From an optimization exercise on the open Yosys and OpenROAD flow, aimed at small area and a short achievable clock period; shortcuts taken in it are not production practice. In this exercise RTL edits were held to simulation tests only and were not proved equivalent to the original. No activity file was given, so power comes from the tool's default toggle rates.

## tlb
module tlb #(
   parameter int TLBNUM       = 16,
   parameter int TLBNUM_WIDTH = $clog2(TLBNUM)
) (
   input  logic                    clk,
   input  logic                    reset,
   input  logic                    s0_req,
   input  logic [18:0]             s0_vpn2,
   input  logic                    s0_odd,
   input  logic [7:0]              s0_asid,
   output logic                    s0_rvalid,
   output logic                    s0_found,
   output logic [TLBNUM_WIDTH-1:0] s0_index,
   output logic [19:0]             s0_pfn,
   output logic [2:0]              s0_c,
   output logic                    s0_d,
   output logic                    s0_v,
   input  logic                    s1_req,
   input  logic [18:0]             s1_vpn2,
   input  logic                    s1_odd,
   input  logic [7:0]              s1_asid,
   output logic                    s1_rvalid,
   output logic                    s1_found,
   output logic [TLBNUM_WIDTH-1:0] s1_index,
   output logic [19:0]             s1_pfn,
   output logic [2:0]              s1_c,
   output logic                    s1_d,
   output logic                    s1_v,
   input  logic                    p_req,
   input  logic [18:0]             p_vpn2,
   input  logic [7:0]              p_asid,
   output logic                    p_done,
   output logic [TLBNUM_WIDTH:0]   p_result,
   input  logic                    we,
   input  logic [TLBNUM_WIDTH-1:0] w_index,
   input  logic [18:0]             w_vpn2,
   input  logic [7:0]              w_asid,
   input  logic                    w_g,
   input  logic [19:0]             w_pfn0,
   input  logic [2:0]              w_c0,
   input  logic                    w_d0,
   input  logic                    w_v0,
   input  logic [19:0]             w_pfn1,
   input  logic [2:0]              w_c1,
   input  logic                    w_d1,
   input  logic                    w_v1,
   input  logic [TLBNUM_WIDTH-1:0] r_index,
   output logic [18:0]             r_vpn2,
   output logic [7:0]              r_asid,
   output logic                    r_g,
   output logic [19:0]             r_pfn0,
   output logic [2:0]              r_c0,
   output logic                    r_d0,
   output logic                    r_v0,
   output logic [19:0]             r_pfn1,
   output logic [2:0]              r_c1,
   output logic                    r_d1,
   output logic                    r_v1
);
For scale: roughly 5900 cells after synthesis, about 1300 flip-flops, about 320 I/O pins, roughly 79000 um2 of cells after synthesis.
clock: 6.5 ns
lec_check: 0
cap_margin: 20
cell_pad_in_sites_detail_placement: 1
cell_pad_in_sites_global_placement: 1
core_margin: 2
core_utilization: 50
cts_buf_list: sky130_fd_sc_hd__clkbuf_8
place_density: 0.66
setup_slack_margin: 2.2
slew_margin: 20
run.sh (not shown) runs the stock make flow with config.mk's settings and CLKGATE_MAP_FILE= SYNTH_SCRIPT=/design/flow/synth_recipe.tcl, a recipe that flattens the netlist after the stock synthesis.
Next try:
--- a/flow/config.mk
+++ b/flow/config.mk
@@ -10,7 +10,7 @@
 export CELL_PAD_IN_SITES_GLOBAL_PLACEMENT = 1
 export CORE_MARGIN = 2
-export CORE_UTILIZATION = 50
+export CORE_UTILIZATION = 35
 export CTS_BUF_LIST = sky130_fd_sc_hd__clkbuf_8
-export PLACE_DENSITY = 0.66
-export SETUP_SLACK_MARGIN = 2.2
+export PLACE_DENSITY = 0.5
+export SETUP_SLACK_MARGIN = 2.0
 export SLEW_MARGIN = 20
Count of clock-buffer cells in the layout climbs by 15.
Routed wire length climbs by a few percent.
Power drops slightly.
Next try:
--- a/flow/config.mk
+++ b/flow/config.mk
@@ -10,7 +10,7 @@
 export CELL_PAD_IN_SITES_GLOBAL_PLACEMENT = 1
 export CORE_MARGIN = 2
-export CORE_UTILIZATION = 35
+export CORE_UTILIZATION = 45
 export CTS_BUF_LIST = sky130_fd_sc_hd__clkbuf_8
-export PLACE_DENSITY = 0.5
-export SETUP_SLACK_MARGIN = 2.0
+export PLACE_DENSITY = 0.62
+export SETUP_SLACK_MARGIN = 2.2
 export SLEW_MARGIN = 20
Result:
- The changed run completed without violations
- design area rises by about 0.7%
- count of clock-buffer cells in the layout falls by 7
- worst setup slack gets better by 0.0050 ns
- synthesized area stays the same
- sequential share of layout area falls by 0.29 points
- die area falls by 22%
- global-route usage rises by 7.8 points
- wire length falls by 6.7%
- synthesized cell count stays the same
Next try:
--- a/flow/config.mk
+++ b/flow/config.mk
@@ -10,7 +10,6 @@
 export CELL_PAD_IN_SITES_GLOBAL_PLACEMENT = 1
 export CORE_MARGIN = 2
-export CORE_UTILIZATION = 45
-export CTS_BUF_LIST = sky130_fd_sc_hd__clkbuf_8
-export PLACE_DENSITY = 0.62
+export CORE_UTILIZATION = 35
+export PLACE_DENSITY = 0.5
 export SETUP_SLACK_MARGIN = 2.2
 export SLEW_MARGIN = 20
Outcome: Setup slack improves by 0.0056 ns. Global-route usage went down by 7.4 points. Die area increases by 28%. Cell area came out higher by 3.7%. Combinational power goes up by about 3%.
Next try:
--- a/flow/config.mk
+++ b/flow/config.mk
@@ -11,4 +11,5 @@
 export CORE_MARGIN = 2
 export CORE_UTILIZATION = 35
+export CTS_BUF_LIST = sky130_fd_sc_hd__clkbuf_8
 export PLACE_DENSITY = 0.5
 export SETUP_SLACK_MARGIN = 2.2
Outcome: Non-clock buffer count decreases by 86. Cell area decreases by 1.9%. Sequential share of layout area increases by 0.73 points. Total power decreases by 4.2%. Hold slack barely changes. Via count decreases by 0.43%. Global-route usage decreases by 0.22 points. Setup slack degrades by 0.0060 ns. Critical path depth stays the same.

* * *

The RTL this note starts from:
==> flow/design.v <==
module tlb #(
   parameter int TLBNUM       = 16,
   parameter int TLBNUM_WIDTH = $clog2(TLBNUM)
) (
   input  logic                    clk,
   input  logic                    reset,
   input  logic                    s0_req,
   input  logic [18:0]             s0_vpn2,
   input  logic                    s0_odd,
   input  logic [7:0]              s0_asid,
   output logic                    s0_rvalid,
   output logic                    s0_found,
   output logic [TLBNUM_WIDTH-1:0] s0_index,
   output logic [19:0]             s0_pfn,
   output logic [2:0]              s0_c,
   output logic                    s0_d,
   output logic                    s0_v,
   input  logic                    s1_req,
   input  logic [18:0]             s1_vpn2,
   input  logic                    s1_odd,
   input  logic [7:0]              s1_asid,
   output logic                    s1_rvalid,
   output logic                    s1_found,
   output logic [TLBNUM_WIDTH-1:0] s1_index,
   output logic [19:0]             s1_pfn,
   output logic [2:0]              s1_c,
   output logic                    s1_d,
   output logic                    s1_v,
   input  logic                    p_req,
   input  logic [18:0]             p_vpn2,
   input  logic [7:0]              p_asid,
   output logic                    p_done,
   output logic [TLBNUM_WIDTH:0]   p_result,
   input  logic                    we,
   input  logic [TLBNUM_WIDTH-1:0] w_index,
   input  logic [18:0]             w_vpn2,
   input  logic [7:0]              w_asid,
   input  logic                    w_g,
   input  logic [19:0]             w_pfn0,
   input  logic [2:0]              w_c0,
   input  logic                    w_d0,
   input  logic                    w_v0,
   input  logic [19:0]             w_pfn1,
   input  logic [2:0]              w_c1,
   input  logic                    w_d1,
   input  logic                    w_v1,
   input  logic [TLBNUM_WIDTH-1:0] r_index,
   output logic [18:0]             r_vpn2,
   output logic [7:0]              r_asid,
   output logic                    r_g,
   output logic [19:0]             r_pfn0,
   output logic [2:0]              r_c0,
   output logic                    r_d0,
   output logic                    r_v0,
   output logic [19:0]             r_pfn1,
   output logic [2:0]              r_c1,
   output logic                    r_d1,
   output logic                    r_v1
);
   localparam int N = 16;
   logic [18:0] tag_vpn2 [N];
   logic [7:0]  tag_asid [N];
   logic        tag_g    [N];
   logic [24:0] page0    [N];    
   logic [24:0] page1    [N];
   logic [18:0] wd_vpn2;
   logic [7:0]  wd_asid;
   logic        wd_g;
   logic [24:0] wd_page0, wd_page1;
   logic [N-1:0] wen;
   assign wd_vpn2  = reset ? '0 : w_vpn2;
   assign wd_asid  = reset ? '0 : w_asid;
   assign wd_g     = reset ? 1'b0 : w_g;
   assign wd_page0 = reset ? '0 : {w_pfn0, w_c0, w_d0, w_v0};
   assign wd_page1 = reset ? '0 : {w_pfn1, w_c1, w_d1, w_v1};
   always_comb
      for (int i = 0; i < N; i++) wen[i] = reset | (we & (w_index == i[3:0]));
   always_ff @(posedge clk)
      for (int i = 0; i < N; i++)
         if (wen[i]) begin
            tag_vpn2[i] <= wd_vpn2;
            tag_asid[i] <= wd_asid;
            tag_g[i]    <= wd_g;
            page0[i]    <= wd_page0;
            page1[i]    <= wd_page1;
         end
   logic [N-1:0] m0, m1, mp;
   always_comb
      for (int i = 0; i < N; i++) begin
         m0[i] = (tag_vpn2[i] == s0_vpn2) & (tag_g[i] | (tag_asid[i] == s0_asid));
         m1[i] = (tag_vpn2[i] == s1_vpn2) & (tag_g[i] | (tag_asid[i] == s1_asid));
         mp[i] = (tag_vpn2[i] == p_vpn2)  & (tag_g[i] | (tag_asid[i] == p_asid));
      end
   function automatic logic [15:0] first1(input logic [15:0] m);
      logic [15:0] seen;
      seen = '0;
      for (int i = 1; i < 16; i++) seen[i] = seen[i-1] | m[i-1];
      first1 = m & ~seen;
   endfunction
   function automatic logic [3:0] enc(input logic [15:0] oh);
      logic [3:0] r;
      r = '0;
      for (int i = 0; i < 16; i++) if (oh[i]) r = r | i[3:0];
      enc = r;
   endfunction
   logic [N-1:0] oh0, oh1, ohp;
   assign oh0 = first1(m0);
   assign oh1 = first1(m1);
   assign ohp = first1(mp);
   logic [24:0] sel0, sel1;
   always_comb begin
      sel0 = '0;
      sel1 = '0;
      for (int i = 0; i < N; i++) begin
         sel0 = sel0 | ({25{oh0[i] & ~s0_odd}} & page0[i]) | ({25{oh0[i] & s0_odd}} & page1[i]);
         sel1 = sel1 | ({25{oh1[i] & ~s1_odd}} & page0[i]) | ({25{oh1[i] & s1_odd}} & page1[i]);
      end
   end
   logic        s0_found_q, s1_found_q;
   logic [3:0]  s0_index_q, s1_index_q;
   logic [24:0] s0_page_q, s1_page_q;
   always_ff @(posedge clk) begin
      if (reset) begin
         s0_rvalid  <= 1'b0;
         s1_rvalid  <= 1'b0;
         p_done     <= 1'b0;
         s0_found_q <= 1'b0;
         s0_index_q <= '0;
         s0_page_q  <= '0;
         s1_found_q <= 1'b0;
         s1_index_q <= '0;
         s1_page_q  <= '0;
         p_result   <= 5'b10000;
      end else begin
         s0_rvalid <= s0_req;
         s1_rvalid <= s1_req;
         p_done    <= p_req;
         if (s0_req) begin
            s0_found_q <= |m0;
            s0_index_q <= enc(oh0);
            s0_page_q  <= sel0;
         end
         if (s1_req) begin
            s1_found_q <= |m1;
            s1_index_q <= enc(oh1);
            s1_page_q  <= sel1;
         end
         if (p_req) p_result <= {~|mp, enc(ohp)};
      end
   end
   assign s0_found = s0_found_q;
   assign s0_index = s0_index_q;
   assign {s0_pfn, s0_c, s0_d, s0_v} = s0_page_q;
   assign s1_found = s1_found_q;
   assign s1_index = s1_index_q;
   assign {s1_pfn, s1_c, s1_d, s1_v} = s1_page_q;
   assign r_vpn2 = tag_vpn2[r_index];
   assign r_asid = tag_asid[r_index];
   assign r_g    = tag_g[r_index];
   assign {r_pfn0, r_c0, r_d0, r_v0} = page0[r_index];
   assign {r_pfn1, r_c1, r_d1, r_v1} = page1[r_index];
endmodule
Settings: LEC_CHECK=0, CAP_MARGIN=20, CORE_MARGIN=2, CORE_UTILIZATION=35, PLACE_DENSITY=0.5, SETUP_SLACK_MARGIN=2.2, SLEW_MARGIN=20; clock period 6.5 ns.
The baseline completed without violations.
Rerun with:
--- a/flow/config.mk
+++ b/flow/config.mk
@@ -11,3 +11,3 @@
 export PLACE_DENSITY = 0.5
-export SETUP_SLACK_MARGIN = 2.2
+export SETUP_SLACK_MARGIN = 1.0
 export SLEW_MARGIN = 20
What happened:
- The new run completed with no timing, DRC or antenna violations
- non-clock buffer count fell by 477
- sequential share of layout area rose by 3.9 points
- final area fell by 9.6%
- area after synthesis stays the same
- clock power fell by about 7%
- final cell count fell by 4.8%
- critical path depth rose by 6
- power fell by about 5%

==> port drivers added, routing unchanged <==
How much do the figures lean on ideal ports? The routed layouts below were timed once more, with nothing changed but the port constraints.
Step 1 (the two cells are an assumption about what drives the block):
set clk [get_ports {clk}]
set_driving_cell -lib_cell sky130_fd_sc_hd__clkbuf_16 $clk
set_driving_cell -lib_cell sky130_fd_sc_hd__buf_2 [delete_from_list [all_inputs] $clk]
Step 2 also shifts input and output timing later by t, the mid clock arrival at the registers, as if the neighbouring blocks saw the same clock.
Slacks: ideal / step 1 / step 2; pairs: ideal / step 1.
run	t, ns	setup slack, ns	worst register clock-pin slew, ns
the first run of note 1	1.150	1.912 / 1.478 / 0.828	0.08 / 0.08
the second run of note 1	1.116	1.936 / 1.518 / 0.887	0.08 / 0.08
the third run of note 1	1.122	1.941 / 1.361 / 0.938	0.08 / 0.08
the fourth run of note 1	0.912	1.946 / 1.536 / 1.235	0.07 / 0.07
the fifth run of note 1	1.108	1.940 / 1.517 / 1.002	0.08 / 0.08
the first run of note 2	0.972	1.723 / 1.652 / 1.185	0.07 / 0.07
the second run of note 2	0.952	0.719 / 0.774 / -0.178	0.07 / 0.07
Met with ideal ports but missed after step 2: setup timing in the second run of note 2. For the first run of note 1, which loses most, drivers alone change the setup slack by -0.434 ns; drivers and shift together by -1.084 ns.
